Background: an optimization exercise with open tools, aiming at small area, a short achievable clock period and few clock cycles per item. Do not read the settings as production practice.
Where RTL was checked, it was by simulation tests only, not by an equivalence proof against the original.
No functional check of the RTL was part of runs 1 to 6.

**flow/run.sh**
```bash
#!/bin/bash
# synth_recipe.tcl (not shown) runs the flow's synth.tcl, then flattens the netlist and writes it again
# the make line also repeats each setting of config.mk as NAME=value (left out here)
make -C /OpenROAD-flow-scripts/flow DESIGN_CONFIG=/design/flow/config.mk WORK_HOME=/design/flow/orfs CLKGATE_MAP_FILE= SYNTH_SCRIPT=/design/flow/synth_recipe.tcl finish
```
**flow/config.mk**
```make
export PLATFORM = sky130hd
export DESIGN_NAME = sm4Core
export DESIGN_NICKNAME = sm4Core
export VERILOG_FILES = /design/flow/design.v
export SDC_FILE = /design/flow/constraint.sdc
export NUM_CORES = 8
export LEC_CHECK = 0
export CAP_MARGIN = 20
export CORE_MARGIN = 2
export CORE_UTILIZATION = 40
export SETUP_SLACK_MARGIN = 4
export SLEW_MARGIN = 20
```
**flow/constraint.sdc**
```tcl
create_clock -name core_clock -period 11.0 [get_ports {clk}]
set_input_delay 2.2000 -clock core_clock [delete_from_list [all_inputs] [get_ports {clk}]]
set_output_delay 2.2000 -clock core_clock [all_outputs]
set_load 0.01 [all_outputs]
```
**flow/design.v**
```verilog
`default_nettype none
package sm4TablesPkg;
  function automatic logic [1:0] gf4Mul(input logic [1:0] a, input logic [1:0] b);
    logic hh, ll, mm;
    hh = a[1] & b[1];
    ll = a[0] & b[0];
    mm = (a[1] ^ a[0]) & (b[1] ^ b[0]);
    gf4Mul = {mm ^ ll, hh ^ ll};
  endfunction
  function automatic logic [3:0] gf16Mul(input logic [3:0] a, input logic [3:0] b, input logic [1:0] nu);
    logic [1:0] hh, ll, mm;
    hh = gf4Mul(a[3:2], b[3:2]);
    ll = gf4Mul(a[1:0], b[1:0]);
    mm = gf4Mul(a[3:2] ^ a[1:0], b[3:2] ^ b[1:0]);
    gf16Mul = {mm ^ ll, gf4Mul(hh, nu) ^ ll};
  endfunction
  function automatic logic [3:0] gf16Inv2(input logic [3:0] a);
    case (a)
      4'd0: gf16Inv2 = 4'd0;
      4'd1: gf16Inv2 = 4'd1;
      4'd2: gf16Inv2 = 4'd3;
      4'd3: gf16Inv2 = 4'd2;
      4'd4: gf16Inv2 = 4'd15;
      4'd5: gf16Inv2 = 4'd12;
      4'd6: gf16Inv2 = 4'd9;
      4'd7: gf16Inv2 = 4'd11;
      4'd8: gf16Inv2 = 4'd10;
      4'd9: gf16Inv2 = 4'd6;
      4'd10: gf16Inv2 = 4'd8;
      4'd11: gf16Inv2 = 4'd7;
      4'd12: gf16Inv2 = 4'd5;
      4'd13: gf16Inv2 = 4'd14;
      4'd14: gf16Inv2 = 4'd13;
      4'd15: gf16Inv2 = 4'd4;
      default: gf16Inv2 = 4'd0;
    endcase
  endfunction
  function automatic logic [7:0] sbox(input logic [7:0] x);
    logic [7:0] t;
    logic [7:0] v;
    logic [3:0] ah, al, d, di;
    t[0] = x[1] ^ x[2] ^ x[5];
    t[1] = x[1] ^ x[4] ^ x[5] ^ x[6] ^ 1'b1;
    t[2] = x[2] ^ x[5] ^ x[7];
    t[3] = x[3] ^ x[4] ^ 1'b1;
    t[4] = x[0] ^ x[1] ^ x[2] ^ x[4] ^ x[6];
    t[5] = x[6] ^ 1'b1;
    t[6] = x[2] ^ x[7] ^ 1'b1;
    t[7] = x[0] ^ x[1] ^ x[2] ^ x[3] ^ x[4] ^ x[5] ^ x[6] ^ 1'b1;
    ah = t[7:4];
    al = t[3:0];
    d  = gf16Mul(ah, ah, 2'd2) ;
    d  = gf16Mul(d, 4'd9, 2'd2) ^ gf16Mul(ah, al, 2'd2) ^ gf16Mul(al, al, 2'd2);
    di = gf16Inv2(d);
    v  = {gf16Mul(ah, di, 2'd2), gf16Mul(ah ^ al, di, 2'd2)};
    sbox[0] = v[0] ^ v[2] ^ v[4] ^ v[6] ^ 1'b1;
    sbox[1] = v[0] ^ v[6] ^ 1'b1;
    sbox[2] = v[1] ^ v[2] ^ v[4] ^ v[5] ^ v[6];
    sbox[3] = v[0] ^ v[4] ^ v[6] ^ v[7];
    sbox[4] = v[1] ^ v[3] ^ v[7] ^ 1'b1;
    sbox[5] = v[1] ^ v[3] ^ v[5];
    sbox[6] = v[0] ^ v[1] ^ 1'b1;
    sbox[7] = v[0] ^ v[1] ^ v[2] ^ v[3] ^ v[5] ^ 1'b1;
  endfunction
  function automatic logic [31:0] ck(input logic [4:0] i);
    case (i)
      5'd0: ck = 32'h00070e15;
      5'd1: ck = 32'h1c232a31;
      5'd2: ck = 32'h383f464d;
      5'd3: ck = 32'h545b6269;
      5'd4: ck = 32'h70777e85;
      5'd5: ck = 32'h8c939aa1;
      5'd6: ck = 32'ha8afb6bd;
      5'd7: ck = 32'hc4cbd2d9;
      5'd8: ck = 32'he0e7eef5;
      5'd9: ck = 32'hfc030a11;
      5'd10: ck = 32'h181f262d;
      5'd11: ck = 32'h343b4249;
      5'd12: ck = 32'h50575e65;
      5'd13: ck = 32'h6c737a81;
      5'd14: ck = 32'h888f969d;
      5'd15: ck = 32'ha4abb2b9;
      5'd16: ck = 32'hc0c7ced5;
      5'd17: ck = 32'hdce3eaf1;
      5'd18: ck = 32'hf8ff060d;
      5'd19: ck = 32'h141b2229;
      5'd20: ck = 32'h30373e45;
      5'd21: ck = 32'h4c535a61;
      5'd22: ck = 32'h686f767d;
      5'd23: ck = 32'h848b9299;
      5'd24: ck = 32'ha0a7aeb5;
      5'd25: ck = 32'hbcc3cad1;
      5'd26: ck = 32'hd8dfe6ed;
      5'd27: ck = 32'hf4fb0209;
      5'd28: ck = 32'h10171e25;
      5'd29: ck = 32'h2c333a41;
      5'd30: ck = 32'h484f565d;
      5'd31: ck = 32'h646b7279;
      default: ck = 32'h0;
    endcase
  endfunction
  localparam logic [127:0] FK = {
    32'ha3b1bac6,
    32'h56aa3350,
    32'h677d9197,
    32'hb27022dc
  };
  function automatic logic [31:0] rotl(input logic [31:0] w, input int unsigned n);
    rotl = (w << n) | (w >> (32 - n));
  endfunction
  function automatic logic [31:0] tauSub(input logic [31:0] a);
    tauSub = {sbox(a[31:24]), sbox(a[23:16]), sbox(a[15:8]), sbox(a[7:0])};
  endfunction
  function automatic logic [31:0] dataT(input logic [31:0] x);
    logic [31:0] b;
    b = tauSub(x);
    dataT = b ^ rotl(b, 2) ^ rotl(b, 10) ^ rotl(b, 18) ^ rotl(b, 24);
  endfunction
  function automatic logic [31:0] keyT(input logic [31:0] x);
    logic [31:0] b;
    b = tauSub(x);
    keyT = b ^ rotl(b, 13) ^ rotl(b, 23);
  endfunction
endpackage
`default_nettype wire
`default_nettype none
package sm4CorePkg;
  localparam int WORD_W  = 32;
  localparam int BLOCK_W = 128;
  localparam int ROUNDS  = 32;
  localparam int ROUND_W = 5;
endpackage
`default_nettype wire
`default_nettype none
import sm4CorePkg::*;
module sm4Core (
  input  wire logic                             clk,
  input  wire logic                             rst_n,
  input  wire logic                             start,
  input  wire logic                             decrypt,
  input  wire logic [sm4CorePkg::BLOCK_W-1:0]   key,
  input  wire logic [sm4CorePkg::BLOCK_W-1:0]   textIn,
  output logic [sm4CorePkg::BLOCK_W-1:0]        textOut,
  output logic                                  done
);
  logic               busy;
  logic               rounds;
  logic               decMode;
  logic [ROUND_W-1:0] cnt;
  logic [ROUND_W-1:0] cntNext;
  logic               accept;
  logic               lastRound;
  logic               toRounds;
  assign accept    = start && !busy;
  assign lastRound = busy && rounds && (cnt == '0);
  assign toRounds  = busy && !rounds && (!decMode || cnt == ROUND_W'(ROUNDS - 1));
  always_comb
  begin
    if (accept)
      cntNext = '0;
    else if (!busy)
      cntNext = cnt;
    else if (rounds ? decMode : (decMode && cnt == ROUND_W'(ROUNDS - 1)))
      cntNext = rounds ? cnt - 1'b1 : cnt;
    else
      cntNext = cnt + 1'b1;
  end
  always_ff @(posedge clk or negedge rst_n)
  begin
    if (!rst_n)
    begin
      busy    <= 1'b0;
      rounds  <= 1'b0;
      decMode <= 1'b0;
      cnt     <= '0;
      done    <= 1'b0;
    end
    else
    begin
      done <= lastRound;
      cnt  <= cntNext;
      if (accept)
      begin
        busy    <= 1'b1;
        rounds  <= 1'b0;
        decMode <= decrypt;
      end
      else
      begin
        if (lastRound)
          busy <= 1'b0;
        if (toRounds)
          rounds <= 1'b1;
      end
    end
  end
  logic [WORD_W-1:0] ckReg;
  always_ff @(posedge clk)
    ckReg <= sm4TablesPkg::ck(cntNext);
  logic [WORD_W-1:0] k0, k1, k2, k3;
  logic              keyBack;
  logic [WORD_W-1:0] keyNew;
  assign keyBack = decMode && rounds;
  assign keyNew  = (keyBack ? k3 : k0) ^
                   sm4TablesPkg::keyT(k1 ^ k2 ^ (keyBack ? k0 : k3) ^ ckReg);
  always_ff @(posedge clk)
  begin
    if (accept)
      {k0, k1, k2, k3} <= key ^ sm4TablesPkg::FK;
    else if (keyBack)
      {k0, k1, k2, k3} <= {keyNew, k0, k1, k2};
    else
      {k0, k1, k2, k3} <= {k1, k2, k3, keyNew};
  end
  logic [WORD_W-1:0] x0, x1, x2, x3;
  logic [WORD_W-1:0] dataNew;
  assign dataNew = x0 ^ sm4TablesPkg::dataT(x1 ^ x2 ^ x3 ^ k3);
  always_ff @(posedge clk)
  begin
    if (accept)
      {x0, x1, x2, x3} <= textIn;
    else if (busy && rounds)
      {x0, x1, x2, x3} <= {x1, x2, x3, dataNew};
  end
  assign textOut = {x3, x2, x1, x0};
endmodule
`default_nettype wire
```
==> flow_summary.json, run 1 <==
{
  "status": "complete, no violations",
  "clockBufferDepth": 3,
  "skew_ns": 0.01757,
  "ys.flop_type": "dfxtp_1",
  "postPlaceCellArea_sq_um": 36270,
  "critPathLaunch": "x1[0]",
  "clock-sinks": 286,
  "routed_wl_um": 110000,
  "dr.pass1.iters": 6,
  "period_share_pct": 63.22,
  "critPathKind": "reg -> reg",
  "path_buf_inv": 2,
  "rrSetupSlack_ns": 4.05,
  "die_x_um": 284.6,
  "track_usage_pct": 25.76,
  "synth-seq-cells": 286,
  "setup_viol": 0,
  "overflow": 0,
  "max_slew_margin_pct": 34.48,
  "grt_use_met1_pct": 35.68,
  "max_stage_delay_ns": 0.54,
  "busiest_layer": "met2",
  "syn-num-nets": 3810,
  "synth_cell_types": 124,
  "met2_usage_pct": 42.57,
  "cp.depth": 25,
  "clkTransAtPathRegs_ns": 0.06,
  "drtIter0Drc": 2266,
  "critPathTopFamily": "XOR/XNOR gates",
  "cts_buffers": 36,
  "synth_edf_count": 128,
  "grt_use_met3_pct": 3.459,
  "crit_arrival_ns": 7.23,
  "place_ws_ns": 2.218,
  "synth_warnings": 1,
  "dp_hpwl_um": 83660,
  "core-area_sq_um": 77720,
  "grt_pass1_wl_um": 161500,
  "fin_util_pct": 53.02,
  "final_area_sq_um": 41210,
  "fmax_mhz": 143.8,
  "maxCapViolations": 0,
  "slowest_stage": "xor3_2",
  "cts.root.buffer_cell": "clkbuf_16",
  "cts_tree": "built",
  "vias": 27500,
  "tns_ns": 0,
  "routedWlPerCell_um": 21.95,
  "hold_class": "reg -> reg",
  "num-fill-cells": 7056,
  "num_antenna_cells": 0,
  "initial_utilization_pct": 40.52,
  "rsz0062_at_grt": "yes",
  "routabilityCongestion": 0.9118,
  "ys_async_sr_fraction_pct": 3.147,
  "ant_nets": 0,
  "fin_crit_ns": 6.954,
  "worst_pin_slew_ns": 0.9828,
  "h-tree-depth": 2,
  "area_growth_pct": 30.85,
  "die_area_sq_um": 80990,
  "drive_gt1_share_pct": 19.65,
  "hold_slack_ns": 0.5028,
  "hold_viol": 0,
  "r2r_cells": 25,
  "first_global_vias": 25850,
  "worst_slack_ns": 4.046,
  "rows": 102,
  "avgSynthCellArea_sq_um": 9.086,
  "nNetsFinal": 4291,
  "ios": 389,
  "synth_area_sq_um": 31490,
  "cp-end-kind": "flip-flop",
  "viasPerCell": 5.488,
  "die_h_um": 284.6,
  "clock_latency_ns": 0.56,
  "crit_required_ns": 11.27,
  "ys_seq_area_share_pct": 22.39,
  "io_buffers": 388,
  "r2r_start": "x1[0]",
  "crit_path_start_kind": "flip-flop",
  "path_max_fanout": 9,
  "cp-endpoint": "x3[31]",
  "maxSlewViolCount": 0,
  "r2r_end": "x3[31]",
  "synthCells": 3466,
  "antenna_found_initial": 2,
  "grt_max_degree": 131,
  "drc": 0
}
[synthesized netlist by cell type (42+ instances only)]
library cell	n	area (sq um)
mux2i_1	111	1111
dfxtp_1	149	2983
o211ai_1	42	315.3
xor2_1	186	1629
a21oi_1	159	795.8
xnor3_1	107	2410
nand2_1	537	2016
nor3_1	48	240.2
xnor2_1	483	4230
clkbuf_1	97	364.1
nand3_1	65	325.3
inv_1	69	259.0
o21ai_0	122	610.6
ha_1	84	1051
a211oi_1	53	397.9
and3_1	58	362.9
xnor2_2	58	943.4
edfxtp_1	128	3844
nor2_1	194	728.2
[worst register-to-register path, delay by kind of cell (launching register included)]
kind            cells  cell delay [ns]
simple gates        3             0.39
fa+ha+maj           2             0.74
buf+inv             2             0.30
xor+xnor           16             4.35
compound gates      2             0.44
flops               1             0.45
[stage by stage]
stage | instances
after global placement | 4774
after floorplan | 3466
after detailed placement | 4774
after CTS | 4895
after global routing | 5010
final | 5010
[registers in the layout, indices dropped and copies added, names as in the netlist, 5 cells and up]
register  count
k1           32
k0           32
k3           32
x2           32
x1           32
x0           32
k2           32
x3           32
ckReg        21
cnt           5
[timing repair]
action                     CTS  global route
pin swaps                   52            92
hold buffers                 0             0
gates resized for setup    191           206
setup endpoints to repair   96            96
buffers inserted            60           115
[how the worst min path moves through the flow]
stage | from | endpoint | slack [ns] | cells after the start
2_1_floorplan | k1[15] | k0[15] | 0.46 | 2
3_3_place_gp | k1[13] | k2[13] | 0.49 | 2
3_5_place_dp | k1[15] | k0[15] | 0.49 | 2
4_1_cts | k1[13] | k2[13] | 0.50 | 2
5_1_grt | k1[13] | k2[13] | 0.54 | 2
6_report | k1[13] | k2[13] | 0.50 | 2
[cell type report]
type | instances | area [sq um] | area share (%)
Multi-Input combinational cell | 2959 | 25900 | 62.85
Timing Repair Buffer | 585 | 5534 | 13.43
Inverter | 79 | 299.0 | 0.7257
Clock inverter | 12 | 83.83 | 0.2034
Tap cell | 1040 | 1301 | 3.158
Clock buffer | 49 | 1011 | 2.453
Sequential cell | 286 | 7081 | 17.18
[layout by cell type, fill, tap and decap left out, types with 16 or more instances in the layout]
master,synthesis,routed
mux2_2,18,18
nor3_1,48,44
o21ai_0,122,115
xor3_1,24,19
a22oi_1,33,31
a21oi_1,159,154
a211oi_1,53,45
nor2_1,194,187
xnor2_2,58,142
a211o_1,16,16
buf_4,7,180
nand2_1,537,532
clkbuf_16,0,37
xnor2_4,11,45
clkdlybuf4s50_1,0,388
a21o_1,16,16
inv_1,69,63
or3_1,23,20
edfxtp_1,128,128
and3_1,58,54
o211ai_1,42,42
xnor3_1,107,88
xor2_2,24,46
and2_1,23,20
o22ai_1,38,36
o21ai_1,30,32
o21a_1,19,19
dfxtp_1,149,134
xnor3_2,8,27
ha_1,84,67
nand3_1,65,64
xor2_4,2,19
xor2_1,186,147
xnor2_1,483,365
a31oi_1,38,37
mux2i_1,111,104
[per-layer routing]
metal  wire [um]  part of all wire [%]  vias to the layer above
met5          13                 0.012                        -
li1            -                     -                    13150
met2       52040                    47                      923
met4        2527                   2.3                        2
met3        6759                   6.1                      112
met1       48630                    44                    13310
[cell families after synthesis]
logic type,Yosys count,share of synthesized area (%)
multiplexers,140,4.879
AND/OR/NAND/NOR,1081,15.76
adder cells (fa/ha/maj),86,3.409
buffers and inverters,221,2.940
XOR/XNOR,907,34.36
flip-flops,286,22.39
AO/OA/AOI/OAI,745,16.25
==> run 2: changes to the inputs <==
--- a/flow/design.v
+++ b/flow/design.v
@@ -143,24 +143,36 @@
   output logic [sm4CorePkg::BLOCK_W-1:0]        textOut,
   output logic                                  done
 );
+  localparam logic [ROUND_W-1:0] CNT_LAST = ROUND_W'(ROUNDS - 1);
   logic               busy;
   logic               rounds;
   logic               decMode;
+  logic               valid;
   logic [ROUND_W-1:0] cnt;
   logic [ROUND_W-1:0] cntNext;
   logic               accept;
+  logic               hit;
   logic               lastRound;
   logic               toRounds;
+  logic               keyBack;
+  logic               saveEnd;
+  logic [BLOCK_W-1:0] keyIn;
+  logic [BLOCK_W-1:0] kw;
+  logic [BLOCK_W-1:0] ko;
+  logic [BLOCK_W-1:0] kwStep;
+  assign keyIn     = key ^ sm4TablesPkg::FK;
   assign accept    = start && !busy;
+  assign hit       = valid && (keyIn == kw);
   assign lastRound = busy && rounds && (cnt == '0);
-  assign toRounds  = busy && !rounds && (!decMode || cnt == ROUND_W'(ROUNDS - 1));
+  assign toRounds  = busy && !rounds && (!decMode || cnt == CNT_LAST);
+  assign keyBack   = busy && decMode && rounds;
   always_comb
   begin
     if (accept)
+      cntNext = hit ? (decrypt ? CNT_LAST : ROUND_W'(1)) : '0;
+    else if (!busy || lastRound)
       cntNext = '0;
-    else if (!busy)
-      cntNext = cnt;
-    else if (rounds ? decMode : (decMode && cnt == ROUND_W'(ROUNDS - 1)))
+    else if (rounds ? decMode : (decMode && cnt == CNT_LAST))
       cntNext = rounds ? cnt - 1'b1 : cnt;
     else
       cntNext = cnt + 1'b1;
@@ -172,6 +184,7 @@
       busy    <= 1'b0;
       rounds  <= 1'b0;
       decMode <= 1'b0;
+      valid   <= 1'b0;
       cnt     <= '0;
       done    <= 1'b0;
     end
@@ -182,13 +195,16 @@
       if (accept)
       begin
         busy    <= 1'b1;
-        rounds  <= 1'b0;
+        rounds  <= hit;
         decMode <= decrypt;
       end
       else
       begin
         if (lastRound)
-          busy <= 1'b0;
+        begin
+          busy  <= 1'b0;
+          valid <= 1'b1;
+        end
         if (toRounds)
           rounds <= 1'b1;
       end
@@ -198,19 +214,36 @@
   always_ff @(posedge clk)
     ckReg <= sm4TablesPkg::ck(cntNext);
   logic [WORD_W-1:0] k0, k1, k2, k3;
-  logic              keyBack;
   logic [WORD_W-1:0] keyNew;
-  assign keyBack = decMode && rounds;
-  assign keyNew  = (keyBack ? k3 : k0) ^
-                   sm4TablesPkg::keyT(k1 ^ k2 ^ (keyBack ? k0 : k3) ^ ckReg);
+  assign {k0, k1, k2, k3} = kw;
+  assign keyNew = (keyBack ? k3 : k0) ^
+                  sm4TablesPkg::keyT(k1 ^ k2 ^ (keyBack ? k0 : k3) ^ ckReg);
+  assign kwStep = keyBack ? {keyNew, k0, k1, k2} : {k1, k2, k3, keyNew};
+  assign saveEnd = busy && (decMode ? (rounds && cnt == CNT_LAST)
+                                    : (!rounds || cnt == '0));
+  always_ff @(posedge clk)
+  begin
+    if ((accept && hit && !decrypt) || saveEnd)
+      ko <= kw;
+  end
   always_ff @(posedge clk)
   begin
     if (accept)
-      {k0, k1, k2, k3} <= key ^ sm4TablesPkg::FK;
-    else if (keyBack)
-      {k0, k1, k2, k3} <= {keyNew, k0, k1, k2};
-    else
-      {k0, k1, k2, k3} <= {k1, k2, k3, keyNew};
+    begin
+      if (!hit)
+        kw <= keyIn;
+      else if (decrypt)
+        kw <= ko;
+      else
+        kw <= kwStep;
+    end
+    else if (busy)
+    begin
+      if (lastRound && !decMode)
+        kw <= ko;
+      else
+        kw <= kwStep;
+    end
   end
   logic [WORD_W-1:0] x0, x1, x2, x3;
   logic [WORD_W-1:0] dataNew;
==> flow_summary.json, run 2 <==
{
  "path_max_fanout": 7,
  "maxSlewViolCount": 0,
  "worst_hold_path.endpoint": "ko[49]",
  "r2r_end": "kw[2]",
  "clock-sinks": 415,
  "ios": 389,
  "rrSetupSlack_ns": 3.84,
  "hold_buffers": 0,
  "met1Wirelength_um": 57640,
  "cts_tree": "built",
  "setup_viol": 0,
  "postPlaceCellArea_sq_um": 42470,
  "hold_slack_ns": 0.5126,
  "hold_viol": 0,
  "max_slew_margin_pct": 17.78,
  "cp-end-kind": "flip-flop",
  "status": "complete, no violations",
  "final_cell_mix": "554 x nand2_1, 411 x xnor2_1, 388 x clkdlybuf4s50_1",
  "holdPathStages": 0,
  "clock_latency_ns": 0.66,
  "syn-num-nets": 4061,
  "routabilityCongestion": 0.9918,
  "dp_hpwl_um": 103200,
  "rows": 111,
  "fmax_mhz": 139.7,
  "synth_cell_types": 111,
  "avgSynthCellArea_sq_um": 10.01,
  "first_global_vias": 30070,
  "grt_max_degree": 129,
  "period_share_pct": 65.09,
  "cts_buffers": 51,
  "drive_gt1_share_pct": 24.55,
  "skew_ns": 0.04882,
  "hold_class": "reg -> reg",
  "ys_seq_area_share_pct": 32.87,
  "dr_wl_met2_um": 66330,
  "area_growth_pct": 38.21,
  "ant_nets": 0,
  "io_buffers": 388,
  "synth_warnings": 1,
  "clkTransAtPathRegs_ns": 0.06,
  "initial_utilization_pct": 40.44,
  "r2r_cells": 25,
  "tns_ns": 0,
  "r2r_start": "kw[3]",
  "cts.root.buffer_cell": "clkbuf_16",
  "final_area_sq_um": 51300,
  "synth_edf_count": 384,
  "dr.pass1.iters": 8,
  "die_x_um": 308.6,
  "critPathKind": "reg -> reg",
  "routed_wl_um": 144600,
  "grt_pass1_wl_um": 203200,
  "synthCells": 3710,
  "die_h_um": 308.6,
  "h-tree-depth": 2,
  "vias": 32580,
  "track_usage_pct": 28.73,
  "ys.flop_type": "edfxtp_1",
  "mostFrequentLayoutCell": "nand2_1",
  "synth_top_area_share_pct": 31.06,
  "crit_required_ns": 11.37,
  "fin_util_pct": 55.89,
  "yosys.area.top_type": "edfxtp_1",
  "worst_pin_slew_ns": 1.222,
  "synth-seq-cells": 415,
  "drtIter0Drc": 3868,
  "worst_slack_ns": 3.840,
  "synth_area_sq_um": 37120,
  "drc": 0,
  "maxCapViolations": 0,
  "rsz0062_at_grt": "yes",
  "routedWlPerCell_um": 25.31,
  "die_area_sq_um": 95260,
  "largest_registers": "ko (128), kw (128)",
  "ys_top_cells_by_area": "edfxtp_1 31%, xnor2_1 14%, xor2_1 6.3%",
  "antenna_found_initial": 4,
  "place_ws_ns": 1.983,
  "crit_arrival_ns": 7.53,
  "min_from": "kw[49]",
  "synthTopCellsByCount": "602 x xnor2_1, 564 x nand2_1, 384 x edfxtp_1, 268 x xor2_1, 201 x nor2_1",
  "top_layer_used": "met4",
  "fin_crit_ns": 7.160,
  "yosysMostFrequentCell": "xnor2_1",
  "met3WireLength_um": 13540,
  "clockBufferDepth": 3,
  "ys_async_sr_fraction_pct": 2.410,
  "viasPerCell": 5.703,
  "nNetsFinal": 4776,
  "core-area_sq_um": 91800,
  "crit_path_start_kind": "flip-flop",
  "overflow": 0
}
-- run 2: changes by cell type after synthesis, moves of 30 or more --
cell      delta
edfxtp_1   +256
dfxtp_1    -128
xnor2_1    +119
xor2_1      +82
a221o_1     +77
and3_1      -45
inv_1       +43
a211oi_1    -30
-- run 2: layout make-up --
| class | count | area [sq um] |
|---|---|---|
| antenna | 2 | 5.005 |
| clock buffer | 56 | 1295 |
| clock inverter | 40 | 442.9 |
| fill | 7709 | 40500 |
| inverter | 117 | 446.7 |
| multi-input combinational | 3039 | 27780 |
| sequential | 415 | 12210 |
| tap | 1243 | 1555 |
| timing repair buffer | 801 | 7571 |
-- run 2: what timing repair did --
action	4_1_cts	5_1_grt
pin swaps	117	200
endpoints found under the setup margin	96	96
resized for setup	276	314
setup buffers	184	196
gates cloned	4	3
hold endpoints to repair	0	0
-- run 2: worst max path at each step --
stage | from | depth (start not counted) | to | slack [ns]
2_1_floorplan | decMode | 28 | kw[111] | 3.97
3_3_place_gp | rounds | 24 | kw[28] | 2.09
3_5_place_dp | rounds | 26 | kw[21] | 1.98
4_1_cts | busy | 24 | kw[31] | 3.97
5_1_grt | busy | 28 | kw[2] | 3.67
6_report | kw[3] | 25 | kw[2] | 3.84
-- run 2: worst max-delay path, cell delays in order (launching register included) --
cell and delay (ns):
edfxtp_1 0.76, mux2i_1 0.23, xnor2_2 0.43, xnor2_4 0.18, xnor3_2 0.40, xnor2_2 0.17
ha_2 0.20, xnor3_1 0.21, xnor3_2 0.27, and3_4 0.17, o211ai_1 0.30, nand2_4 0.14
ha_4 0.18, or4_4 0.49, a32o_2 0.30, a221oi_4 0.33, buf_4 0.18, nor2_2 0.04
xor2_2 0.16, xnor2_2 0.18, xnor2_2 0.24, xnor2_2 0.16, buf_4 0.14, xnor3_2 0.46
xor2_2 0.18, a221o_1 0.35
-- run 2: layer usage --
| metal | up-vias | track usage [%] |
|---|---|---|
| li1 | 14600 | - |
| met1 | 15860 | 38.71 |
| met5 | - | 0 |
| met3 | 300 | 4.933 |
| met4 | 0 | 11.23 |
| met2 | 1818 | 46.03 |
-- run 2: cell families after synthesis --
| family | share of synthesized area (%) |
|---|---|
| XOR/XNOR | 31.07 |
| AND/OR/NAND/NOR | 11.95 |
| AO/OA/AOI/OAI | 13.67 |
| flip-flops | 32.87 |
| buffers and inverters | 2.801 |
| multiplexers | 4.463 |
| adder cells (fa/ha/maj) | 3.175 |
-- run 2: metrics by stage --
stage	instances
2_1_floorplan	3710
3_3_place_gp	5228
3_5_place_dp	5228
4_1_cts	5512
5_1_grt	5713
6_report	5713
==> run 3: changes to the inputs <==
--- a/flow/config.mk
+++ b/flow/config.mk
@@ -8,5 +8,5 @@
 export CAP_MARGIN = 20
 export CORE_MARGIN = 2
 export CORE_UTILIZATION = 40
-export SETUP_SLACK_MARGIN = 4
+export SETUP_SLACK_MARGIN = 0.5
 export SLEW_MARGIN = 20
==> flow_summary.json, run 3 <==
{
  "period_share_pct": 84.53,
  "crit_top_cell": "xnor2_1",
  "synthTopCellsByCount": "602 x xnor2_1, 564 x nand2_1, 384 x edfxtp_1, 268 x xor2_1, 201 x nor2_1",
  "tns_ns": 0,
  "synth-seq-cells": 415,
  "skew_ns": 0.02813,
  "crit_required_ns": 11.37,
  "vias": 30500,
  "ant_nets": 0,
  "critPathLaunch": "rounds",
  "fmax_mhz": 107.5,
  "max_stage_delay_ns": 0.81,
  "min_from": "kw[42]",
  "dp_hpwl_um": 103900,
  "drc": 0,
  "ys_top_cells_by_area": "edfxtp_1 31%, xnor2_1 14%, xor2_1 6.3%",
  "largest_registers": "ko (128), kw (128)",
  "r2r_start": "rounds",
  "setup_viol": 0,
  "path_max_fanout": 37,
  "core-area_sq_um": 91800,
  "h-tree-depth": 2,
  "seq_area_sq_um": 12200,
  "yosys.area.top_type": "edfxtp_1",
  "syn-num-nets": 4061,
  "dp.cells": 5229,
  "critPathKind": "reg -> reg",
  "synth_edf_count": 384,
  "die_area_sq_um": 95260,
  "cts_buffers": 51,
  "maxCapViolations": 0,
  "holdPathStages": 0,
  "hold_viol": 0,
  "num-fill-cells": 8533,
  "clock-sinks": 415,
  "clkTransAtPathRegs_ns": 0.06,
  "worst_pin_slew_ns": 1.087,
  "slowest_stage": "xnor2_1",
  "max_slew_margin_pct": 26.99,
  "drtIter0Drc": 3518,
  "ys_async_sr_fraction_pct": 2.410,
  "drive_gt1_share_pct": 6.690,
  "finalNonFillerCells": 5324,
  "hold_buffers": 0,
  "initial_utilization_pct": 40.44,
  "critPathTopFamily": "XOR/XNOR gates",
  "synth_area_sq_um": 37120,
  "crit_path_start_kind": "flip-flop",
  "viasPerCell": 5.729,
  "mostFrequentLayoutCell": "xnor2_1",
  "grt_max_degree": 103,
  "hold_class": "reg -> reg",
  "clockBufferDepth": 3,
  "routedWlPerCell_um": 25.28,
  "rows": 111,
  "ios": 389,
  "rsz0062_at_grt": "no",
  "dr.pass1.iters": 5,
  "ys_seq_area_share_pct": 32.87,
  "final_cell_mix": "602 x xnor2_1, 561 x nand2_1, 388 x clkdlybuf4s50_1",
  "area_growth_pct": 18.78,
  "yosysMostFrequentCell": "xnor2_1",
  "synth_top_area_share_pct": 31.06,
  "r2r_cells": 26,
  "path_buf_inv": 2,
  "cts_tree": "built",
  "track_usage_pct": 27.38,
  "die_x_um": 308.6,
  "first_global_vias": 28570,
  "synth_warnings": 1,
  "cts_setup_buffers": 0,
  "io_buffers": 388,
  "cts_resized": 0,
  "crit_arrival_ns": 9.67,
  "multiInputGateArea_sq_um": 23970,
  "avgSynthCellArea_sq_um": 10.01,
  "worst_hold_path.endpoint": "ko[42]",
  "synth_cell_types": 111,
  "routabilityCongestion": 0.9595,
  "clock_latency_ns": 0.64,
  "r2r_end": "kw[23]",
  "nNetsFinal": 4390,
  "status": "complete, no violations",
  "maxSlewViolCount": 0,
  "die_h_um": 308.6,
  "synthCells": 3710,
  "ys.flop_type": "edfxtp_1",
  "num_antenna_cells": 0,
  "fin_crit_ns": 9.298,
  "cp-end-kind": "flip-flop",
  "hold_slack_ns": 0.5096,
  "antenna_found_initial": 2,
  "overflow": 0,
  "rrSetupSlack_ns": 1.70,
  "routed_wl_um": 134600,
  "grt_pass1_wl_um": 194400,
  "cts.root.buffer_cell": "clkbuf_16"
}
-- run 3: cell counts after synthesis --
No cell type changed its count.
-- run 3: final cells by class --
| type | instances | area share [%] |
|---|---|---|
| multi-input cells | 3036 | 54.37 |
| repair buffers | 418 | 9.376 |
| clock inverters | 29 | 0.7151 |
| flip-flops and latches | 415 | 27.67 |
| well taps | 1243 | 3.527 |
| clock buffers | 66 | 3.332 |
| inverters | 117 | 1.002 |
-- run 3: worst max path at each step --
stage                     endpoint  slack [ns]  cells past startpoint
after detailed placement    kw[23]        1.83                     26
after floorplan              ko[0]        1.64                      6
after CTS                   kw[23]        1.78                     26
after global placement      kw[23]        2.00                     26
after global routing        kw[23]        1.15                     26
final                       kw[23]        1.70                     26
-- run 3: cells by family after synthesis --
family                     after synthesis  share of synthesized area [%]
xor gates and xnor gates              1058                          31.07
and+or+nand+nor                       1014                          11.95
AOI/OAI and AO/OA                      719                          13.67
DFF                                    415                          32.87
buffers and inverters                  259                          2.801
muxes                                  150                          4.463
adders and majority gates               95                          3.175
-- run 3: routing by layer --
metal / vias up / part of all wire, % / track usage (%)
met4: 2 / 3.7 / 9.030
li1: 13840 / - / -
met5: - / 0.0097 / 0
met2: 1561 / 45 / 42.50
met3: 230 / 9.1 / 4.583
met1: 14870 / 42 / 38.72
-- run 3: worst reg2reg max path: cells and delay by family (launching register included) --
kind                     cells  cell delay [ns]
AO/OA/AOI/OAI                3             0.97
buffers and inverters        2             0.59
AND/OR/NAND/NOR              2             0.89
multiplexers                 1             0.32
adder cells (fa/ha/maj)      2             0.46
XOR/XNOR                    16             5.18
flip-flops                   1             0.63
-- run 3: stage by stage --
stage	setup slack (ns)	util, %	cell area (sq um)
floorplan	1.636	-	37130
global placement	2.003	46.08	42300
detailed placement	1.834	46.08	42300
CTS	1.778	48.02	44080
global route	1.150	48.03	44090
finish	1.702	48.03	44090
==> run 4: changes to the inputs <==
--- a/flow/config.mk
+++ b/flow/config.mk
@@ -8,5 +8,5 @@
 export CAP_MARGIN = 20
 export CORE_MARGIN = 2
 export CORE_UTILIZATION = 40
-export SETUP_SLACK_MARGIN = 0.5
+export SETUP_SLACK_MARGIN = 2.5
 export SLEW_MARGIN = 20
==> flow_summary.json, run 4 <==
{
  "status": "complete, no violations",
  "ios": 389,
  "period_share_pct": 74.87,
  "clock_latency_ns": 0.63,
  "synthTopCellsByCount": "602 x xnor2_1, 564 x nand2_1, 384 x edfxtp_1, 268 x xor2_1, 201 x nor2_1",
  "routabilityCongestion": 0.9340,
  "cts_tree": "built",
  "worst_pin_slew_ns": 1.093,
  "dp_hpwl_um": 103300,
  "hold_class": "reg -> reg",
  "setup_viol": 0,
  "finalNonFillerCells": 5338,
  "maxSlewViolCount": 0,
  "ys_top_cells_by_area": "edfxtp_1 31%, xnor2_1 14%, xor2_1 6.3%",
  "dr.pass1.iters": 6,
  "grt_use_met3_pct": 4.857,
  "hold_viol": 0,
  "synth_warnings": 1,
  "crit_top_cell": "xnor2_1",
  "tns_ns": 0,
  "worst_hold_path.endpoint": "kw[51]",
  "num_antenna_cells": 0,
  "clkTransAtPathRegs_ns": 0.06,
  "drtIter0Drc": 3333,
  "largest_registers": "ko (128), kw (128)",
  "min_from": "ko[51]",
  "fmax_mhz": 121.4,
  "clockBufferDepth": 3,
  "h-tree-depth": 2,
  "mostFrequentLayoutCell": "xnor2_1",
  "holdPathStages": 1,
  "yosysMostFrequentCell": "xnor2_1",
  "crit_path_start_kind": "flip-flop",
  "avgSynthCellArea_sq_um": 10.01,
  "grt_pass1_wl_um": 194300,
  "met2_usage_pct": 42.88,
  "die_area_sq_um": 95260,
  "synth_cell_types": 111,
  "fin_crit_ns": 8.236,
  "hold_buffers": 0,
  "area_growth_pct": 20.24,
  "path_buf_inv": 4,
  "cts.root.buffer_cell": "clkbuf_16",
  "rows": 111,
  "busiest_layer": "met2",
  "dp.cells": 5225,
  "ys_seq_area_share_pct": 32.87,
  "ys.flop_type": "edfxtp_1",
  "rsz0062_at_grt": "no",
  "die_h_um": 308.6,
  "max_stage_delay_ns": 0.86,
  "crit_required_ns": 11.33,
  "r2r_start": "busy",
  "max_slew_margin_pct": 26.59,
  "yosys.area.top_type": "edfxtp_1",
  "r2r_cells": 25,
  "maxCapViolations": 0,
  "clock-sinks": 415,
  "vias": 30470,
  "first_global_vias": 28300,
  "synth-seq-cells": 415,
  "critPathTopFamily": "XOR/XNOR gates",
  "ant_nets": 0,
  "crit_arrival_ns": 8.57,
  "die_x_um": 308.6,
  "drc": 0,
  "skew_ns": 0.04155,
  "overflow": 0,
  "antenna_found_initial": 2,
  "nNetsFinal": 4407,
  "path_max_fanout": 77,
  "r2r_end": "kw[104]",
  "initial_utilization_pct": 40.44,
  "track_usage_pct": 27.49,
  "final_cell_mix": "573 x xnor2_1, 560 x nand2_1, 388 x clkdlybuf4s50_1",
  "drive_gt1_share_pct": 8.303,
  "io_buffers": 388,
  "core-area_sq_um": 91800,
  "synth_area_sq_um": 37120,
  "synth_edf_count": 384,
  "syn-num-nets": 4061,
  "rrSetupSlack_ns": 2.76,
  "cp-end-kind": "flip-flop",
  "synthCells": 3710,
  "viasPerCell": 5.708,
  "grt_max_degree": 129,
  "ys_async_sr_fraction_pct": 2.410,
  "routed_wl_um": 135800,
  "routedWlPerCell_um": 25.45,
  "critPathKind": "reg -> reg",
  "cts_buffers": 48,
  "grt_use_met1_pct": 38.87,
  "synth_top_area_share_pct": 31.06,
  "slowest_stage": "xnor2_1"
}
## run 4: layer usage
| metal | share of wire, % | up-vias |
|---|---|---|
| li1 | - | 13860 |
| met1 | 42 | 14970 |
| met2 | 45 | 1421 |
| met3 | 9.1 | 217 |
| met4 | 3.1 | 4 |
| met5 | 0.017 | - |
## run 4: worst max-delay path by stage
stage | startpoint | to | slack [ns] | cells after the start
finish | busy | kw[104] | 2.76 | 25
global route | busy | kw[23] | 2.46 | 27
CTS | kw[12] | x3[17] | 2.51 | 22
detailed placement | rounds | kw[23] | 1.85 | 26
global placement | rounds | kw[23] | 2.02 | 26
floorplan | decMode | kw[14] | 3.58 | 26
## run 4: per-stage QoR
stage / util, % / instance area, sq um / hold WS (ns) / setup slack (ns)
2_1_floorplan: - / 37130 / 0.4244 / 3.580
3_3_place_gp: 46.04 / 42270 / 0.5068 / 2.019
3_5_place_dp: 46.04 / 42270 / 0.4915 / 1.847
4_1_cts: 48.05 / 44110 / 0.5224 / 2.506
5_1_grt: 48.62 / 44630 / 0.5372 / 2.459
6_report: 48.62 / 44630 / 0.5212 / 2.764
## run 4: cells by family (layout without fill, tap and decap cells)
family,Yosys count,count (layout),share of synthesized area (%)
muxes,150,150,4.463
adders and majority gates,95,95,3.175
DFF,415,415,32.87
xor gates and xnor gates,1058,1058,31.07
and+or+nand+nor,1014,1016,11.95
AOI/OAI and AO/OA,719,719,13.67
buffers and inverters,259,642,2.801
## run 4: layout make-up
cell class,instances,area (sq um)
Clock buffer,58,1320
Tap cell,1243,1555
Timing Repair Buffer,436,4302
Clock inverter,31,356.6
Fill cell,8585,47170
Multi-Input combinational cell,3038,24450
Inverter,117,441.7
Sequential cell,415,12210
## run 4: timing repair
item | 4_1_cts | 5_1_grt
cloned | 2 | 0
endpoints found under the setup margin | 64 | 92
pin swaps | 3 | 10
gates resized for setup | 17 | 55
setup buffers | 5 | 17
==> run 5: changes to the inputs <==
--- a/flow/config.mk
+++ b/flow/config.mk
@@ -5,6 +5,7 @@
 export SDC_FILE = /design/flow/constraint.sdc
 export NUM_CORES = 8
 export LEC_CHECK = 0
+export ABC_AREA = 1
 export CAP_MARGIN = 20
 export CORE_MARGIN = 2
 export CORE_UTILIZATION = 40
==> flow_summary.json, run 5 <==
{
  "status": "complete, no violations",
  "grt_use_met1_pct": 42.24,
  "ys_top_cells_by_area": "nand2_1 27%, edfxtp_1 26%, nand3_1 10%",
  "antenna_found_initial": 5,
  "ios": 389,
  "critPathTopFamily": "simple AND/OR/NAND/NOR gates",
  "tns_ns": 0,
  "yosys.area.top_type": "nand2_1",
  "maxSlewViolCount": 0,
  "ant_nets": 0,
  "dr.pass1.iters": 6,
  "synth_top_area_share_pct": 26.62,
  "die_x_um": 338.0,
  "path_max_fanout": 58,
  "fin_crit_ns": 7.808,
  "track_usage_pct": 32.97,
  "avgSynthCellArea_sq_um": 6.222,
  "routabilityCongestion": 1.067,
  "hold_class": "reg -> reg",
  "vias": 48980,
  "synth_cell_types": 61,
  "seq_area_sq_um": 12200,
  "r2r_start": "busy",
  "die_h_um": 338.0,
  "synth_warnings": 1,
  "busiest_layer": "met2",
  "critPathKind": "reg -> reg",
  "cts_buffers": 52,
  "min_from": "kw[41]",
  "drive_gt1_share_pct": 7.828,
  "max_slew_margin_pct": 15.22,
  "nNetsFinal": 7871,
  "cts_tree": "built",
  "clock-sinks": 415,
  "grt_pass1_wl_um": 281900,
  "cp-end-kind": "flip-flop",
  "setup_viol": 0,
  "cts_setup_buffers": 0,
  "h-tree-depth": 2,
  "io_buffers": 388,
  "cts.root.buffer_cell": "clkbuf_16",
  "clockBufferDepth": 3,
  "worst_hold_path.endpoint": "ko[41]",
  "r2r_cells": 52,
  "num_antenna_cells": 0,
  "multiInputGateArea_sq_um": 28890,
  "routedWlPerCell_um": 21.41,
  "synthCells": 7173,
  "skew_ns": 0.05102,
  "dp_hpwl_um": 156900,
  "cts_resized": 0,
  "num-fill-cells": 11520,
  "yosysMostFrequentCell": "nand2_1",
  "viasPerCell": 5.412,
  "largest_registers": "ko (128), kw (128)",
  "r2r_end": "kw[1]",
  "crit_required_ns": 11.44,
  "routed_wl_um": 193800,
  "synth_area_sq_um": 44630,
  "mostFrequentLayoutCell": "nand2_1",
  "rows": 122,
  "worst_pin_slew_ns": 1.260,
  "period_share_pct": 70.99,
  "first_global_vias": 44910,
  "drtIter0Drc": 5218,
  "overflow": 0,
  "max_stage_delay_ns": 0.65,
  "syn-num-nets": 7524,
  "hold_viol": 0,
  "area_growth_pct": 16.22,
  "clock_latency_ns": 0.70,
  "ys_seq_area_share_pct": 27.34,
  "drc": 0,
  "clkTransAtPathRegs_ns": 0.06,
  "hold_buffers": 0,
  "ys_async_sr_fraction_pct": 2.410,
  "die_area_sq_um": 114300,
  "final_cell_mix": "3,160 x nand2_1, 928 x nand3_1, 727 x inv_1",
  "crit_top_cell": "nand2_1",
  "initial_utilization_pct": 40.33,
  "core-area_sq_um": 110700,
  "grt_max_degree": 113,
  "synthTopCellsByCount": "3,165 x nand2_1, 928 x nand3_1, 729 x inv_1, 384 x edfxtp_1, 281 x nor2_1",
  "rrSetupSlack_ns": 3.19,
  "maxCapViolations": 0,
  "holdPathStages": 0,
  "rsz0062_at_grt": "no",
  "grt_use_met3_pct": 4.594,
  "ys.flop_type": "edfxtp_1",
  "synth-seq-cells": 415,
  "slowest_stage": "dfrtp_1",
  "synth_edf_count": 384,
  "crit_arrival_ns": 8.25,
  "met2_usage_pct": 53.27,
  "fmax_mhz": 128.1,
  "crit_path_start_kind": "flip-flop",
  "path_buf_inv": 6
}
-- run 5: stage by stage --
step                      cell area, sq um  cells  worst slack [ns]  util [%]  hold slack (ns)
after CTS                            51860   9050             3.154     46.86           0.4806
after global routing                 51870   9051             2.517     46.87           0.4987
after floorplan                      44630   7173             4.009         -           0.4206
final                                51870   9051             3.192     46.87           0.4901
after detailed placement             50080   8953             3.228     45.25           0.4673
after global placement               50080   8953             3.298     45.25           0.4568
-- run 5: worst max-delay path by stage --
stage	to	start	slack, ns	cells past startpoint
final	kw[1]	busy	3.19	52
after global routing	kw[26]	busy	2.52	55
after global placement	kw[122]	rounds	3.30	53
after CTS	kw[122]	rounds	3.15	55
after floorplan	ko[0]	key[27]	4.01	10
after detailed placement	kw[122]	rounds	3.23	55
-- run 5: kinds of logic (layout without fill, tap and decap cells) --
family          after synthesis  after routing  share of synthesized area, %
compound gates              371            371                         4.856
xor+xnor                    363            363                         7.903
fa+ha+maj                    91             91                         2.551
buf+inv                     931           1320                         8.051
flops                       415            415                         27.34
simple gates               5002           5003                         49.30
-- run 5: cell type report --
type	count	area share (%)
Timing Repair Buffer	410	7.854
Clock buffer	70	2.834
Sequential cell	415	23.52
Inverter	813	5.903
Multi-Input combinational cell	5828	55.69
Tap cell	1488	3.589
Clock inverter	27	0.6103
-- run 5: metal layers --
| layer | routed length, um | part of all wire [%] |
|---|---|---|
| met3 | 15560 | 8.0 |
| met4 | 12610 | 6.5 |
| met1 | 79730 | 41 |
| met2 | 85870 | 44 |
| met5 | 34 | 0.018 |
==> run 6: changes to the inputs <==
--- a/flow/config.mk
+++ b/flow/config.mk
@@ -9,5 +9,5 @@
 export CAP_MARGIN = 20
 export CORE_MARGIN = 2
 export CORE_UTILIZATION = 40
-export SETUP_SLACK_MARGIN = 2.5
+export SETUP_SLACK_MARGIN = 4
 export SLEW_MARGIN = 20
==> flow_summary.json, run 6 <==
{
  "critPathKind": "in -> reg",
  "grt_max_degree": 113,
  "path_max_fanout": 38,
  "area_growth_pct": 18.92,
  "synthCells": 7173,
  "track_usage_pct": 33.17,
  "clock-sinks": 415,
  "viasPerCell": 5.439,
  "crit_required_ns": 11.44,
  "cp-end-kind": "flip-flop",
  "nNetsFinal": 7930,
  "overflow": 0,
  "die_h_um": 338.0,
  "final_cell_mix": "3,122 x nand2_1, 920 x nand3_1, 726 x inv_1",
  "crit_path_start_kind": "input pin",
  "hold_viol": 0,
  "status": "complete, no violations",
  "rrSetupSlack_ns": 4.39,
  "dr.pass1.iters": 7,
  "initial_utilization_pct": 40.33,
  "grt_pass1_wl_um": 283300,
  "first_global_vias": 45050,
  "ant_nets": 0,
  "path_buf_inv": 3,
  "ys_seq_area_share_pct": 27.34,
  "cts_tree": "built",
  "maxCapViolations": 0,
  "syn-num-nets": 7524,
  "h-tree-depth": 2,
  "yosys.area.top_type": "nand2_1",
  "dp_hpwl_um": 156900,
  "die_area_sq_um": 114300,
  "ys.flop_type": "edfxtp_1",
  "skew_ns": 0.05437,
  "largest_registers": "ko (128), kw (128)",
  "slowest_stage": "xnor2_1",
  "period_share_pct": 61.61,
  "fmax_mhz": 147.6,
  "io_buffers": 388,
  "yosysMostFrequentCell": "nand2_1",
  "num-fill-cells": 11440,
  "rsz0062_at_grt": "yes",
  "routabilityCongestion": 1.067,
  "max_slew_margin_pct": 12.59,
  "synth_top_area_share_pct": 26.62,
  "core-area_sq_um": 110700,
  "routed_wl_um": 197600,
  "die_x_um": 338.0,
  "avgSynthCellArea_sq_um": 6.222,
  "drtIter0Drc": 5356,
  "synth_warnings": 1,
  "vias": 49550,
  "fin_crit_ns": 6.777,
  "routedWlPerCell_um": 21.69,
  "antenna_found_initial": 6,
  "max_stage_delay_ns": 0.67,
  "rows": 122,
  "crit_top_cell": "nand3_1",
  "hold_class": "reg -> reg",
  "tns_ns": 0,
  "synth_cell_types": 61,
  "critPathTopFamily": "simple AND/OR/NAND/NOR gates",
  "maxSlewViolCount": 0,
  "path_cells": "clkdlybuf4s50_1, xnor2_1, nand3_1, nor4_1, nand3_1, nor4_1, nand3_1, nand3b_1, nand2_2, clkinv_2, buf_4, a22oi_1, nand2_1",
  "ys_top_cells_by_area": "nand2_1 27%, edfxtp_1 26%, nand3_1 10%",
  "ios": 389,
  "clockBufferDepth": 3,
  "synthTopCellsByCount": "3,165 x nand2_1, 928 x nand3_1, 729 x inv_1, 384 x edfxtp_1, 281 x nor2_1",
  "crit_arrival_ns": 7.21,
  "num_antenna_cells": 0,
  "drc": 0,
  "fin_util_pct": 47.96,
  "worst_pin_slew_ns": 1.299,
  "drive_gt1_share_pct": 9.630,
  "synth_edf_count": 384,
  "cts_buffers": 52,
  "cts.root.buffer_cell": "clkbuf_16",
  "mostFrequentLayoutCell": "nand2_1",
  "synth-seq-cells": 415,
  "clkTransAtPathRegs_ns": 0.06,
  "ys_async_sr_fraction_pct": 2.410,
  "clock_latency_ns": 0.70,
  "setup_viol": 0,
  "synth_area_sq_um": 44630
}
run 6: cell type report:
cell class	count	area, sq um	area share, %
inverter	813	3063	5.771
sequential	415	12210	23.00
clock buffer	70	1470	2.770
multi-input combinational	5829	29420	55.43
tap	1488	1862	3.508
clock inverter	27	316.6	0.5964
timing repair buffer	468	4737	8.925
run 6: repair_timing:
item                                    in CTS  in global routing
gates resized for setup                     12                103
pin swaps                                    2                  6
buffers inserted                             9                 42
endpoints found under the setup margin      64                 95
cloned                                       3                  6
hold buffers                                 0                  0
run 6: metrics by stage:
| stage | worst slack (ns) | hold WS (ns) | instance area [sq um] | instances |
|---|---|---|---|---|
| after floorplan | 4.009 | 0.4206 | 44630 | 7173 |
| after global placement | 3.298 | 0.4568 | 50080 | 8953 |
| after detailed placement | 3.228 | 0.4673 | 50080 | 8953 |
| after CTS | 4.023 | 0.4806 | 52050 | 9062 |
| after global routing | 3.900 | 0.4987 | 53080 | 9110 |
| final | 4.223 | 0.4870 | 53080 | 9110 |
run 6: routing by layer:
layer	part of all wire [%]	global-route usage, %	vias up
met4	6.8	19.49	8
met1	41	42.60	22860
met3	8.4	4.536	461
met5	0.024	0	-
met2	44	53.21	2329
li1	-	-	23890
run 6: final timing paths:
kind,from,to,cells past startpoint
worst min register to register,kw[55],ko[55],0
min in group asynchronous,rst_n,done,1
worst max register to register,kw[3],x3[4],37
max in group asynchronous,rst_n,rounds,1
worst min-delay path,kw[55],ko[55],0
worst max-delay path,key[16],kw[19],13
run 6: cell families after synthesis:
family	Yosys count	synth area share (%)
fa+ha+maj	91	2.551
flops	415	27.34
buf+inv	931	8.051
simple gates	5002	49.30
compound gates	371	4.856
xor+xnor	363	7.903
run 6: worst reg2reg max path: cells and delay by family, from the launching register on:
family	cells	cell delay (ns)
AOI/OAI and AO/OA	1	0.20
xor gates and xnor gates	3	0.93
and+or+nand+nor	26	3.35
adders and majority gates	2	0.56
buffers and inverters	5	0.46
DFF	1	0.85
==> run 7: changes to the inputs <==
--- a/flow/design.v
+++ b/flow/design.v
@@ -159,7 +159,6 @@
   logic [BLOCK_W-1:0] keyIn;
   logic [BLOCK_W-1:0] kw;
   logic [BLOCK_W-1:0] ko;
-  logic [BLOCK_W-1:0] kwStep;
   assign keyIn     = key ^ sm4TablesPkg::FK;
   assign accept    = start && !busy;
   assign hit       = valid && (keyIn == kw);
@@ -214,11 +213,31 @@
   always_ff @(posedge clk)
     ckReg <= sm4TablesPkg::ck(cntNext);
   logic [WORD_W-1:0] k0, k1, k2, k3;
-  logic [WORD_W-1:0] keyNew;
+  logic [WORD_W-1:0] tk;
+  logic [WORD_W-1:0] e0, e1, e2, e3;
+  logic              stepFwd;
+  logic              stepBack;
+  logic              encEnd;
   assign {k0, k1, k2, k3} = kw;
-  assign keyNew = (keyBack ? k3 : k0) ^
-                  sm4TablesPkg::keyT(k1 ^ k2 ^ (keyBack ? k0 : k3) ^ ckReg);
-  assign kwStep = keyBack ? {keyNew, k0, k1, k2} : {k1, k2, k3, keyNew};
+  assign tk = sm4TablesPkg::keyT(k1 ^ k2 ^ (keyBack ? k0 : k3) ^ ckReg);
+  assign encEnd   = lastRound && !decMode;
+  assign stepFwd  = (accept && hit && !decrypt) || (busy && !keyBack && !encEnd);
+  assign stepBack = busy && keyBack;
+  always_comb
+  begin
+    if (accept && !hit)
+      {e0, e1, e2, e3} = keyIn;
+    else if ((accept && decrypt) || encEnd)
+      {e0, e1, e2, e3} = ko;
+    else if (stepFwd)
+      {e0, e1, e2, e3} = {k1, k2, k3, k0};
+    else if (stepBack)
+      {e0, e1, e2, e3} = {k3, k0, k1, k2};
+    else
+      {e0, e1, e2, e3} = kw;
+  end
+  always_ff @(posedge clk)
+    kw <= {(tk & {WORD_W{stepBack}}) ^ e0, e1, e2, (tk & {WORD_W{stepFwd}}) ^ e3};
   assign saveEnd = busy && (decMode ? (rounds && cnt == CNT_LAST)
                                     : (!rounds || cnt == '0));
   always_ff @(posedge clk)
@@ -226,35 +245,20 @@
     if ((accept && hit && !decrypt) || saveEnd)
       ko <= kw;
   end
+  logic [WORD_W-1:0] x0, x1, x2, x3;
+  logic [WORD_W-1:0] ty;
+  logic              dataRound;
+  assign dataRound = busy && rounds;
+  assign ty = sm4TablesPkg::dataT(x1 ^ x2 ^ x3 ^ k3);
   always_ff @(posedge clk)
   begin
     if (accept)
-    begin
-      if (!hit)
-        kw <= keyIn;
-      else if (decrypt)
-        kw <= ko;
-      else
-        kw <= kwStep;
-    end
-    else if (busy)
-    begin
-      if (lastRound && !decMode)
-        kw <= ko;
-      else
-        kw <= kwStep;
-    end
-  end
-  logic [WORD_W-1:0] x0, x1, x2, x3;
-  logic [WORD_W-1:0] dataNew;
-  assign dataNew = x0 ^ sm4TablesPkg::dataT(x1 ^ x2 ^ x3 ^ k3);
-  always_ff @(posedge clk)
-  begin
-    if (accept)
-      {x0, x1, x2, x3} <= textIn;
-    else if (busy && rounds)
-      {x0, x1, x2, x3} <= {x1, x2, x3, dataNew};
-  end
+      {x0, x1, x2} <= textIn[127:32];
+    else if (dataRound)
+      {x0, x1, x2} <= {x1, x2, x3};
+  end
+  always_ff @(posedge clk)
+    x3 <= (ty & {WORD_W{dataRound}}) ^ (accept ? textIn[31:0] : (dataRound ? x0 : x3));
   assign textOut = {x3, x2, x1, x0};
 endmodule
 `default_nettype wire
==> flow_summary.json, run 7 <==
{
  "status": "complete, no violations",
  "max_stage_delay_ns": 0.96,
  "drc": 0,
  "critPathKind": "in -> reg",
  "h-tree-depth": 2,
  "skew_ns": 0.05741,
  "crit_arrival_ns": 7.19,
  "worst_pin_slew_ns": 1.190,
  "initial_utilization_pct": 40.31,
  "cts_tree": "built",
  "track_usage_pct": 33.61,
  "grt_max_degree": 95,
  "die_x_um": 335.2,
  "synth_area_sq_um": 43880,
  "worst_slack_ns": 4.311,
  "viasPerCell": 5.552,
  "antenna_found_initial": 11,
  "hold_buffers": 0,
  "clock_latency_ns": 0.70,
  "routabilityCongestion": 0.9873,
  "io_buffers": 388,
  "synthTopCellsByCount": "3,168 x nand2_1, 947 x nand3_1, 740 x inv_1, 288 x edfxtp_1, 287 x o21ai_0",
  "cp.depth": 15,
  "mostFrequentLayoutCell": "nand2_1",
  "first_global_vias": 44940,
  "drive_gt1_share_pct": 7.506,
  "holdPathStages": 0,
  "synth_top_area_share_pct": 27.10,
  "dp_hpwl_um": 155000,
  "core-area_sq_um": 108900,
  "synth_edf_count": 288,
  "hold_class": "reg -> reg",
  "drtIter0Drc": 5510,
  "yosysMostFrequentCell": "nand2_1",
  "grt_pass1_wl_um": 285600,
  "critPathTopFamily": "compound AO/OA/AOI/OAI gates",
  "postPlaceCellArea_sq_um": 49140,
  "cts.root.buffer_cell": "clkbuf_16",
  "yosys.area.top_type": "nand2_1",
  "crit_required_ns": 11.51,
  "path_cells": "clkdlybuf4s50_1, a22oi_1, o221ai_1, a2111oi_0, nand4_1, nor4_1, nand4_1, nor2_1, nand2_1, nand2_1, nand2_4, buf_4, o21ai_0, nor2_1, o22ai_1",
  "slowest_stage": "o21ai_0",
  "cts_buffers": 52,
  "period_share_pct": 60.81,
  "ys_seq_area_share_pct": 25.62,
  "vias": 50190,
  "setup_viol": 0,
  "cp-end-kind": "flip-flop",
  "synth-seq-cells": 415,
  "hold_viol": 0,
  "crit_path_start_kind": "input pin",
  "avgSynthCellArea_sq_um": 6.055,
  "maxSlewViolCount": 0,
  "synth_cell_types": 59,
  "dr.pass1.iters": 9,
  "dp.cells": 8913,
  "finalNonFillerCells": 9041,
  "nNetsFinal": 7922,
  "fmax_mhz": 149.5,
  "clkTransAtPathRegs_ns": 0.06,
  "routed_wl_um": 197200,
  "ys.flop_type": "edfxtp_1",
  "ys_top_cells_by_area": "nand2_1 27%, edfxtp_1 20%, nand3_1 11%",
  "final_cell_mix": "3,127 x nand2_1, 942 x nand3_1, 732 x inv_1",
  "ios": 389,
  "path_max_fanout": 63,
  "synthCells": 7248,
  "syn-num-nets": 7592,
  "overflow": 0,
  "maxCapViolations": 0,
  "clock-sinks": 415,
  "ys_async_sr_fraction_pct": 2.410,
  "clockBufferDepth": 3,
  "largest_registers": "ko (128), kw (128)",
  "area_growth_pct": 17.45,
  "die_area_sq_um": 112400,
  "die_h_um": 335.2,
  "max_slew_margin_pct": 20.68,
  "r2r_cells": 41,
  "synth_warnings": 1,
  "ant_nets": 0,
  "rows": 121,
  "tns_ns": 0,
  "place_ws_ns": 3.600,
  "final_area_sq_um": 51540,
  "num-fill-cells": 11350,
  "fin_crit_ns": 6.689,
  "rsz0062_at_grt": "yes",
  "routedWlPerCell_um": 21.81,
  "path_buf_inv": 2,
  "hold_slack_ns": 0.5043
}
-- run 7: what timing repair did --
item | 4_1_cts | 5_1_grt
gates resized for setup | 13 | 91
buffers inserted | 5 | 14
endpoints found under the hold margin | 0 | 0
pin swaps | 2 | 7
setup endpoints to repair | 52 | 96
cloned | 2 | 4
-- run 7: final cells by class --
type	instances	area, sq um	area share [%]
multi-input combinational	5851	29160	56.57
clock inverter	17	203.9	0.3957
clock buffer	80	1538	2.983
antenna	6	15.01	0.02913
sequential	415	11270	21.87
inverter	807	3064	5.945
timing repair buffer	451	4518	8.766
tap	1414	1769	3.433
-- run 7: routing by layer --
metal | vias to the layer above | track usage [%] | part of all wire [%]
met5 | - | 0 | 0.020
met4 | 6 | 19.07 | 6.6
met3 | 444 | 6.260 | 9.4
met2 | 2290 | 54.17 | 44
met1 | 23140 | 42.09 | 40
li1 | 24310 | - | -
-- run 7: worst register-to-register path: cells and delay by family (launching register included) --
family / cells / cell delay (ns)
compound gates: 1 / 0.13
xor+xnor: 4 / 0.89
fa+ha+maj: 2 / 0.58
buf+inv: 4 / 0.58
flops: 1 / 0.43
simple gates: 30 / 3.79
-- run 7: stage by stage --
stage	utilization, %
5_1_grt	47.34
3_3_place_gp	45.14
4_1_cts	46.87
2_1_floorplan	-
3_5_place_dp	45.14
6_report	47.35
-- run 7: final timing paths --
check	startpoint	to	slack [ns]
worst max-delay path	key[40]	kw[62]	4.31
worst min-delay path	kw[96]	ko[96]	0.50
worst max register to register	rounds	kw[96]	4.48
worst min register to register	kw[96]	ko[96]	0.50
max in group asynchronous	rst_n	decMode	8.75
min in group asynchronous	rst_n	done	1.87
-- run 7: cells by family (layout without fill, tap and decap cells) --
kind of cell | Yosys count | after routing | synth area share (%)
other | 0 | 6 | 0
flip-flops | 415 | 415 | 25.62
AND/OR/NAND/NOR | 4730 | 4731 | 46.15
adder cells (fa/ha/maj) | 84 | 84 | 2.395
XOR/XNOR | 302 | 302 | 6.780
AO/OA/AOI/OAI | 734 | 734 | 10.36
buffers and inverters | 983 | 1355 | 8.702
Testbench counts of run 7, summed over its fixed seeds: cycles 55,796, blocks 1,600.

[re-timing with driven ports]
Ports are ideal in the flow. The routed layouts listed here were re-timed in OpenROAD.
Step 1 (the two cells are an assumption about what drives the block):
set clk [get_ports {clk}]
set_driving_cell -lib_cell sky130_fd_sc_hd__clkbuf_16 $clk
set_driving_cell -lib_cell sky130_fd_sc_hd__buf_2 [delete_from_list [all_inputs] $clk]
Step 2 adds t to the input delays and takes it off the output delays; t is the mean of the earliest and latest rising clock arrival at the registers after step 1. Input paths then give back, and output paths get back, about the clock's delay inside the block.
Slacks: no drivers / after step 1 / after step 2; pairs: no drivers / after step 1.
| run | t (ns) | setup slack, ns | worst hold slack (ns) | latest minus earliest clock arrival (ns) | pins driven straight from the clock port |
|---|---|---|---|---|---|
| run 1 | 0.613 | 4.046 / 4.046 / 4.046 | 0.503 / 0.503 / 0.503 | 0.019 / 0.019 | 1 |
| run 2 | 0.704 | 3.840 / 3.840 / 3.818 | 0.513 / 0.513 / 0.513 | 0.050 / 0.050 | 1 |
| run 3 | 0.684 | 1.702 / 1.702 / 1.702 | 0.510 / 0.510 / 0.510 | 0.030 / 0.029 | 1 |
| run 4 | 0.677 | 2.764 / 2.764 / 2.764 | 0.521 / 0.521 / 0.521 | 0.044 / 0.044 | 1 |
| run 5 | 0.746 | 3.192 / 3.192 / 3.192 | 0.490 / 0.490 / 0.490 | 0.051 / 0.051 | 1 |
| run 6 | 0.748 | 4.223 / 4.264 / 3.517 | 0.487 / 0.487 / 0.487 | 0.055 / 0.055 | 1 |
| run 7 | 0.744 | 4.311 / 4.352 / 3.608 | 0.504 / 0.504 / 0.504 | 0.068 / 0.067 | 1 |
After both steps setup and hold are still met in every run listed. For run 6, which loses most, drivers alone change the setup slack by +0.041 ns; drivers and shift together by -0.706 ns.
